From an optimization exercise on the open Yosys and OpenROAD flow, aimed at small area; shortcuts taken in it are not production practice. Power and IR drop assume default switching activity.

## exp/umber
Design low_band_energy_beat_detector_core, start of the top module:
module low_band_energy_beat_detector_core
(
	input  logic                 clk,
	input  logic                 arst_n,
	input  logic                 cfg_we,
	input  logic [lbed_pkg::CFG_IDX_W-1:0] cfg_index,
	input  logic [lbed_pkg::CFG_W-1:0]     cfg_wdata,
	input  logic                 s_tvalid,
	output logic                 s_tready,
	input  logic [63:0]          s_tdata,    
	input  logic                 s_tlast,    
	output logic                 m_tvalid,
	input  logic                 m_tready,
	output logic [23:0]          m_tdata,    
	output logic                 m_tuser     
);
Size in the first run: ~680 cells after synthesis, ~230 flip-flops, roughly 120 I/O pins, about 0.0089 mm2 of cells after synthesis.
clock: 9.0 ns
lec_check: 0
cap_margin: 20
core_margin: 2
core_utilization: 55
cts_buf_list: sky130_fd_sc_hd__clkbuf_4 sky130_fd_sc_hd__clkbuf_8
cts_cluster_diameter: 50
cts_cluster_size: 20
place_density: 0.7
slew_margin: 20
run.sh (not shown) runs the stock make flow with config.mk's settings and CLKGATE_MAP_FILE= SYNTH_SCRIPT=/design/flow/synth_recipe.tcl, a recipe that flattens the netlist after the stock synthesis.
> inputs changed (exp/umber -> exp/raven)
Settings: a deleted CTS_CLUSTER_DIAMETER that had been 50; a deleted CTS_BUF_LIST that had been sky130_fd_sc_hd__clkbuf_4 sky130_fd_sc_hd__clkbuf_8; a deleted CTS_CLUSTER_SIZE that had been 20.
==> flow/flow/run.sh (new file) <==
#!/bin/bash
set -euo pipefail
export BUFFER_PORTS_ARGS="-buffer_cell sky130_fd_sc_hd__buf_1"
export CTS_ARGS="-sink_clustering_enable -repair_clock_nets -dont_use_dummy_load -buf_list {sky130_fd_sc_hd__clkbuf_4 sky130_fd_sc_hd__clkbuf_8} -sink_clustering_size 20 -sink_clustering_max_diameter 50"
bash standard.sh > standard_make.log 2>&1
==> flow/standard.sh (new file) <==
#!/bin/bash
# synth_recipe.tcl (not shown) runs the flow's synth.tcl, then flattens the netlist and writes it again
# the make line also repeats each setting of config.mk as NAME=value (left out here)
make -C /OpenROAD-flow-scripts/flow DESIGN_CONFIG=/design/flow/config.mk WORK_HOME=/design/flow/orfs CLKGATE_MAP_FILE= SYNTH_SCRIPT=/design/flow/synth_recipe.tcl "${@:-finish}"
removed: flow/run.sh
Notes after the runs:
Run comparison: exp/raven endpoint of the most critical setup path sgn_q; exp/umber endpoint of the most critical setup path s_tready
~same maximum number of pins on one net before global-route repair in exp/umber and exp/raven
[exp/raven] number of buffers added by the clock tree synthesis step rose 3 relative to exp/umber
Area inside the core boundary: exp/umber vs exp/raven identical
For the clock network area share, exp/raven came in 0.54 points lower than exp/umber did.
On utilization after layout: between exp/umber and exp/raven, it ends up higher for exp/umber.
Between exp/umber and exp/raven, the post-detailed-route via-to-cell ratio is lower for exp/umber.
From exp/raven to exp/umber, clock-buffer cell count did not move at all.
Between exp/umber and exp/raven, the flow reports final total power decreasing by a few percent.
The run with more setup slack is exp/raven; exp/umber has less.
> inputs changed (exp/raven -> exp/lagoon)
Settings: an added CTS_CLUSTER_DIAMETER of 50; an added CTS_BUF_LIST of sky130_fd_sc_hd__clkbuf_4 sky130_fd_sc_hd__clkbuf_8; an added CTS_CLUSTER_SIZE of 20.
==> flow/flow/run.sh <==
#!/bin/bash
# Standard layout, except that the port buffers are the smallest buffer cell.
set -euo pipefail
export BUFFER_PORTS_ARGS="-buffer_cell sky130_fd_sc_hd__buf_1"
bash standard.sh > standard_make.log 2>&1
--- outcome ---
When exp/lagoon is set beside exp/raven, its peak fanout along the critical path turns out to be 30 smaller. Of exp/raven and exp/lagoon, the run reporting the higher cell count was exp/lagoon. Buffers inserted during post-CTS setup optimization came out exactly the same in exp/raven and exp/lagoon. For the power density normalized to cell area, exp/lagoon came in 22 mW/mm2 higher than exp/raven did. Taking exp/raven as the reference, in exp/lagoon cell area grew by 290 um2; signed area change from the synthesized netlist to the final layout picked up an extra 3.2 points.
Edits applied to the flow inputs when going from exp/lagoon to exp/sierra:
Settings: CTS_BUF_LIST removed (was sky130_fd_sc_hd__clkbuf_4 sky130_fd_sc_hd__clkbuf_8); CTS_CLUSTER_DIAMETER removed (was 50); CTS_CLUSTER_SIZE removed (was 20).
==> flow/flow/run.sh <==
#!/bin/bash
set -euo pipefail
export BUFFER_PORTS_ARGS="-buffer_cell sky130_fd_sc_hd__buf_1"
export CTS_ARGS="-sink_clustering_enable -repair_clock_nets -dont_use_dummy_load -buf_list {sky130_fd_sc_hd__clkbuf_2 sky130_fd_sc_hd__clkbuf_4} -sink_clustering_size 12 -sink_clustering_max_diameter 50"
bash standard.sh > standard_make.log 2>&1
### Flow results
Re core utilization: exp/sierra is 2.4 points down on exp/lagoon.
exp/lagoon has lower number of nets in the finished design than exp/sierra.
exp/lagoon has higher final critical-path setup slack than exp/sierra.
For via count of the first global-routing pass, exp/lagoon and exp/sierra come out practically identical.
Start point of the critical path = state_q[1]: exp/sierra; start point of the critical path = k_q[0]: exp/lagoon
exp/sierra has sequential share of layout area above what exp/lagoon had.
No run of this note included a check of the RTL's function; only the layout flow was run.

==> static timing again, ports no longer ideal <==
The flow's constraints put no driver on any port. The routed layouts listed below were extracted and timed again, unchanged, in two steps. Step 1: set_driving_cell puts a clkbuf_16 on clk and a buf_2 on each other input, an assumption about the parent block. Step 2 also shifts input and output timing later by t, the mid clock arrival at the registers, as if the neighbouring blocks saw the same clock. Slacks: ideal / step 1 / step 2; pairs: ideal / step 1.
run	t, ns	slack for setup (ns)	clock arrival spread, ns
exp/umber	0.554	4.414 / 4.375 / 4.370	0.016 / 0.016
exp/raven	0.546	4.812 / 4.779 / 4.679	0.057 / 0.057
exp/lagoon	0.581	4.796 / 4.765 / 4.681	0.032 / 0.033
exp/sierra	0.644	4.717 / 4.683 / 4.702	0.051 / 0.050
After both steps every run listed still meets setup and hold. The setup slack of exp/raven, which loses most, moves by -0.033 ns with the drivers and by -0.133 ns with both steps.
